Source: an optimization exercise on an open RTL-to-GDS flow (aim: small area, a short achievable clock period and few clock cycles per item). Production flows keep margins and buffers that such runs may drop.
Function was checked by simulation only, so behaviour that the tests miss may differ from the original.
The clock input has no modelled driver; a real chip could not lean on it and would need a root buffer or a full tree.
Power is estimated from default activity; no workload was simulated.

## tdes_dec
module tdes_dec (
	input  logic             clk,
	input  logic             rst,
	input  logic             start,
	input  tdes_pkg::key_t   ek1,
	input  tdes_pkg::key_t   ek2,
	input  tdes_pkg::key_t   ek3,
	input  tdes_pkg::block_t ct,
	output logic             ready,
	output logic             done,
	output tdes_pkg::block_t pt,
	output tdes_pkg::key_t   k1,
	output tdes_pkg::key_t   k2,
	output tdes_pkg::key_t   k3
);
Size: about 520 cells after synthesis, ~320 flip-flops, about 650 I/O pins, about 12000 µm² of cells after synthesis.
export LEC_CHECK = 0
export CAP_MARGIN = 20
export CORE_AREA = 5 5 175 175
export DIE_AREA = 0 0 180 180
export SETUP_SLACK_MARGIN = 3.3
export SLEW_MARGIN = 20
create_clock -name core_clock -period 5.0 [get_ports {clk}]
standard.sh (not shown) runs the stock make flow with config.mk's settings and CLKGATE_MAP_FILE= SYNTH_SCRIPT=/design/flow/synth_recipe.tcl, a recipe that flattens the netlist after the stock synthesis.
==> flow/flow/run.sh <==
#!/bin/bash
# Standard layout, except:
#  - plain buffers on the ports instead of delay cells,
#  - pins one track apart so that the die can be small,
#  - a two-level clock tree (flow/manual_cts.tcl) instead of TritonCTS's
#    three-level one.
cp standard.sh standard_sh.txt
export BUFFER_PORTS_ARGS="-buffer_cell sky130_fd_sc_hd__buf_1"
export PLACE_PINS_ARGS="-min_distance 1 -min_distance_in_tracks"
export FLOW_FLOW_DIR=$PWD/flow
export PRE_CTS_TCL=$PWD/flow/pre_cts.tcl
export FLOW_CTS_LEAVES=16
export FLOW_CTS_ROOTS=4
export FLOW_CTS_LEAF_BUF=sky130_fd_sc_hd__clkbuf_16
export FLOW_CTS_ROOT_BUF=sky130_fd_sc_hd__clkbuf_16
bash standard.sh > standard.log 2>&1
Other scripts of this flow, unchanged in this note and not shown: flow/flow/manual_cts.tcl, flow/flow/pre_cts.tcl
Testbench counts at the start, summed over its fixed seeds: cycles 192, items 192.
Rerun with:
--- a/flow/flow/run.sh
+++ b/flow/flow/run.sh
@@ -3,3 +3,4 @@
 #  - plain buffers on the ports instead of delay cells,
-#  - pins one track apart so that the die can be small,
+#  - pins one track apart so that the die can be small, and each bit's
+#    inputs and outputs side by side (flow/pre_io.tcl),
 #  - a two-level clock tree (flow/manual_cts.tcl) instead of TritonCTS's
@@ -10,2 +11,3 @@
 export FLOW_FLOW_DIR=$PWD/flow
+export PRE_IO_PLACEMENT_TCL=$PWD/flow/pre_io.tcl
 export PRE_CTS_TCL=$PWD/flow/pre_cts.tcl
==> flow/flow/pre_io.tcl (new file) <==
# Keep each bit's pins together: the pins of bit i of every input and output
# form one group, with each output next to the input it comes from.
for {set i 0} {$i < 64} {incr i} {
  set h [expr {$i + 64}]
  set_io_pin_constraint -group -order -pin_names [list \
    "ek1\[$i\]" "k1\[$i\]" "ek2\[$i\]" "k2\[$i\]" "ct\[$i\]" "pt\[$h\]" \
    "ct\[$h\]" "pt\[$i\]" "ek3\[$i\]" "k3\[$i\]"]
}
--- a/flow/config.mk
+++ b/flow/config.mk
@@ -10,3 +10,3 @@
 export DIE_AREA = 0 0 180 180
-export SETUP_SLACK_MARGIN = 3.3
+export SETUP_SLACK_MARGIN = 3.4
 export SLEW_MARGIN = 20
Effect:
- first-iteration DRC count is higher by a quarter to a third
- power is higher by a few percent
- cell count is higher by a few percent
- setup slack is worse by 0.028 ns
- global-route usage is higher by 0.95 points
In every run of this note, the design's own scripts or RTL, not TritonCTS, make the clock network.

## run A
The RTL this note starts from:
==> flow/design.v <==
package tdes_pkg;
	localparam int HALF_W  = 64;
	localparam int BLOCK_W = 2 * HALF_W;
	localparam int LANE_W  = 16;
	typedef logic [HALF_W-1:0]  half_t;
	typedef logic [BLOCK_W-1:0] block_t;
	typedef logic [HALF_W-1:0]  key_t;
	typedef logic [LANE_W-1:0]  lane_t;
	localparam int ROUNDS_PER_STAGE = 16;
	localparam int NUM_STAGES       = 3;
	localparam int TOTAL_ROUNDS = NUM_STAGES * ROUNDS_PER_STAGE;
endpackage
package tdes_ctrl_pkg;
	typedef logic hold_t;
endpackage
`timescale 1ns/1ps
module tdes_sequencer (
	input  logic clk,
	input  logic rst,
	input  logic start,
	output logic load,
	output logic ready,
	output logic done
);
	always_ff @(posedge clk) begin
		if (rst) begin
			done <= 1'b0;
		end else if (start) begin
			done <= 1'b1;
		end
	end
	assign ready = 1'b1;
	assign load  = start;
endmodule
`timescale 1ns/1ps
module tdes_key_schedule (
	input  tdes_pkg::key_t ek,
	output tdes_pkg::key_t k_last
);
	assign k_last = ek;
endmodule
`timescale 1ns/1ps
module tdes_feistel_round (
	input  tdes_pkg::block_t ct,
	input  tdes_pkg::key_t   ek1,
	input  tdes_pkg::key_t   ek2,
	input  tdes_pkg::key_t   ek3,
	output tdes_pkg::block_t pt
);
	tdes_pkg::half_t l;
	tdes_pkg::half_t r;
	tdes_pkg::half_t lr;
	tdes_pkg::half_t k12;
	tdes_pkg::half_t k123;
	tdes_pkg::half_t t;
	assign l = ct[tdes_pkg::BLOCK_W-1 -: tdes_pkg::HALF_W];
	assign r = ct[tdes_pkg::HALF_W-1:0];
	tdes_xor2 x0 (.a(l),   .b(r),    .y(lr));
	tdes_xor2 x1 (.a(ek1), .b(ek2),  .y(k12));
	tdes_xor2 x2 (.a(k12), .b(ek3),  .y(k123));
	tdes_xor2 x3 (.a(lr),  .b(k123), .y(t));
	assign pt = {t, l};
endmodule
module tdes_xor2 (
	input  tdes_pkg::half_t a,
	input  tdes_pkg::half_t b,
	output tdes_pkg::half_t y
);
	assign y = a ^ b;
endmodule
`timescale 1ns/1ps
module tdes_result_capture (
	input  logic             clk,
	input  logic             load,
	input  tdes_pkg::block_t pt_in,
	input  tdes_pkg::key_t   k1_in,
	input  tdes_pkg::key_t   k2_in,
	input  tdes_pkg::key_t   k3_in,
	output tdes_pkg::block_t pt,
	output tdes_pkg::key_t   k1,
	output tdes_pkg::key_t   k2,
	output tdes_pkg::key_t   k3
);
	always_ff @(posedge clk) begin
		if (load) begin
			pt <= pt_in;
			k1 <= k1_in;
			k2 <= k2_in;
			k3 <= k3_in;
		end
	end
endmodule
`timescale 1ns/1ps
module tdes_dec (
	input  logic             clk,
	input  logic             rst,
	input  logic             start,
	input  tdes_pkg::key_t   ek1,
	input  tdes_pkg::key_t   ek2,
	input  tdes_pkg::key_t   ek3,
	input  tdes_pkg::block_t ct,
	output logic             ready,
	output logic             done,
	output tdes_pkg::block_t pt,
	output tdes_pkg::key_t   k1,
	output tdes_pkg::key_t   k2,
	output tdes_pkg::key_t   k3
);
	logic             load;
	tdes_pkg::block_t pt_c;
	tdes_pkg::key_t   k1_c;
	tdes_pkg::key_t   k2_c;
	tdes_pkg::key_t   k3_c;
	tdes_sequencer seq0 (
		.clk   (clk),
		.rst   (rst),
		.start (start),
		.load  (load),
		.ready (ready),
		.done  (done)
	);
	tdes_feistel_round round0 (
		.ct  (ct),
		.ek1 (ek1),
		.ek2 (ek2),
		.ek3 (ek3),
		.pt  (pt_c)
	);
	tdes_key_schedule ks1 (.ek(ek1), .k_last(k1_c));
	tdes_key_schedule ks2 (.ek(ek2), .k_last(k2_c));
	tdes_key_schedule ks3 (.ek(ek3), .k_last(k3_c));
	tdes_result_capture cap0 (
		.clk   (clk),
		.load  (load),
		.pt_in (pt_c),
		.k1_in (k1_c),
		.k2_in (k2_c),
		.k3_in (k3_c),
		.pt    (pt),
		.k1    (k1),
		.k2    (k2),
		.k3    (k3)
	);
endmodule
export LEC_CHECK = 0
export CAP_MARGIN = 20
export CORE_AREA = 5 5 195 195
export DIE_AREA = 0 0 200 200
export SETUP_SLACK_MARGIN = 3.2
export SLEW_MARGIN = 20
export SYNTH_HIERARCHICAL = 1
export SYNTH_MINIMUM_KEEP_SIZE = 0
create_clock -name core_clock -period 5.0 [get_ports {clk}]
==> flow/flow/run.sh <==
#!/bin/bash
# Standard layout, except:
#  - plain buffers on the ports instead of delay cells,
#  - pins one track apart so that the die can be small, and each bit's
#    inputs and outputs side by side (flow/pre_io.tcl),
#  - a two-level clock tree of inverters (flow/manual_cts.tcl) instead of
#    TritonCTS's three levels of buffers,
#  - the buffers that ABC puts on the outputs of each kept module removed.
cp standard.sh standard_sh.txt
export BUFFER_PORTS_ARGS="-buffer_cell sky130_fd_sc_hd__buf_1"
export PLACE_PINS_ARGS="-min_distance 1 -min_distance_in_tracks"
export FLOW_FLOW_DIR=$PWD/flow
export PRE_IO_PLACEMENT_TCL=$PWD/flow/pre_io.tcl
export REMOVE_ABC_BUFFERS=1
export PRE_CTS_TCL=$PWD/flow/pre_cts.tcl
export FLOW_CTS_LEAVES=24
export FLOW_CTS_ROOTS=4
export FLOW_CTS_LEAF_CELL=sky130_fd_sc_hd__clkinv_4
export FLOW_CTS_ROOT_CELL=sky130_fd_sc_hd__clkinv_16
bash standard.sh > standard.log 2>&1
==> flow/flow/pre_cts.tcl <==
# Replaces TritonCTS with a two-level tree built by manual_cts.tcl: the clock
# port drives four root cells, each of which drives leaf cells near the
# centres of clusters of flip-flops. The tree's inverters are final, so the
# step that clones clock inverters next to each register is skipped too.
source $::env(FLOW_FLOW_DIR)/manual_cts.tcl
my_manual_cts $::env(FLOW_CTS_LEAVES) $::env(FLOW_CTS_ROOTS) \
  $::env(FLOW_CTS_LEAF_CELL) $::env(FLOW_CTS_ROOT_CELL)
rename repair_clock_inverters ""
proc repair_clock_inverters {args} {
  puts "clock inverters left as manual_cts.tcl placed them"
}
rename clock_tree_synthesis ""
proc clock_tree_synthesis {args} {
  puts "clock tree already built by manual_cts.tcl"
}
Other scripts of this flow, unchanged in this note and not shown: flow/flow/manual_cts.tcl, flow/flow/pre_io.tcl
Testbench counts of run A, summed over its fixed seeds: cycles 192, items 192.
## Diff of input files: run B against run A
Settings: SETUP_SLACK_MARGIN now 3.25, was 3.2; DIE_AREA now 0 0 180 180, was 0 0 200 200; CORE_AREA now 5 5 175 175, was 5 5 195 195.
[summary]
met5 as the highest metal layer with signal wires was reported by run B, and met4 by run A.
Diff run A -> run B: met3 global-route usage climbed 2.1 points, final standard cell utilization of the core climbed 12 points.
For run B, the cell with the biggest individual delay on the critical path was sky130_fd_sc_hd__edfxtp_1, unlike run A, where it was sky130_fd_sc_hd__xor2_1.
Re internal power component: run A was lower than run B.
Run B leaves more setup margin than run A.
Summary of run B over run A: wire length of the first global-routing pass went up 6.6%, achievable clock frequency went up 0.0062 GHz.
Re total power density per cell area: run A was higher than run B.
Final cell count was lower in run B than in run A.
Relative to run A, the routed wire length on met2 measured on run B has decreased slightly.
Against run A, run B comes in 0.6 points higher on fraction of power consumed by combinational cells.
--- input diff run B..run C ---
Settings: CORE_AREA: 5 5 175 175 -> 5 5 195 195; SETUP_SLACK_MARGIN: 3.25 -> 3.1; DIE_AREA: 0 0 180 180 -> 0 0 200 200.
diff --git a/flow/flow/run.sh b/flow/flow/run.sh
--- a/flow/flow/run.sh
+++ b/flow/flow/run.sh
@@ -16 +16 @@
-export FLOW_CTS_LEAVES=24
+export FLOW_CTS_LEAVES=16
@@ -18,2 +18,2 @@
-export FLOW_CTS_LEAF_CELL=sky130_fd_sc_hd__clkinv_4
-export FLOW_CTS_ROOT_CELL=sky130_fd_sc_hd__clkinv_16
+export FLOW_CTS_LEAF_CELL=sky130_fd_sc_hd__clkinv_8
+export FLOW_CTS_ROOT_CELL=sky130_fd_sc_hd__clkinv_8
Run C ended with every stage complete and zero timing, DRC or antenna violations. Between run B and run C, the cell internal power dissipation is lower for run C. Run C reports a higher core area than run B does. Overall die height of run C exceeds that of run B by more than 10%. Run C vs run B, final antenna diode count went down by 2. Run C vs run B: net switching fraction of the power up. [run C vs run B] utilization: lower in run C. Run C ends up with a total of cells resized after clock tree synthesis that is 153 lower than in run B. The routability-driven placement congestion ratio in run C was lower than what run B gave. Re area added between synthesis and finish: run B and run C aren't equal, and the higher value belongs to run B. Run C gives more minimum clock period than run B did.
In every run of this note, the design's own scripts or RTL, not TritonCTS, make the clock network.

==> what the ideal ports hide <==
The results above use ideal ports. As a check the final layouts listed here were re-extracted and re-timed, cells and wires unchanged. Step 1: set_driving_cell puts a clkbuf_16 on clk and a buf_2 on each other input, an assumption about the parent block. Step 2 also shifts input and output timing later by t, the mid clock arrival at the registers, as if the neighbouring blocks saw the same clock. a / b / c = no drivers / after step 1 / after step 2; a / b = the first two.
| run | t (ns) | setup slack, ns | hold WS [ns] |
|---|---|---|---|
| the first run of note 1 | 0.401 | 3.131 / 3.032 / 2.892 | 0.610 / 0.610 / 0.610 |
| the second run of note 1 | 0.398 | 3.103 / 3.004 / 2.713 | 0.499 / 0.499 / 0.499 |
| run A | 0.385 | 3.249 / 3.021 / 3.017 | 0.477 / 0.478 / 0.478 |
| run B | 0.378 | 3.268 / 3.046 / 2.994 | 0.473 / 0.473 / 0.473 |
| run C | 0.360 | 3.218 / 3.058 / 2.967 | 0.475 / 0.475 / 0.475 |
After both steps every run listed still meets setup and hold. For the second run of note 1, which loses most, drivers alone change the setup slack by -0.099 ns; drivers and shift together by -0.390 ns.
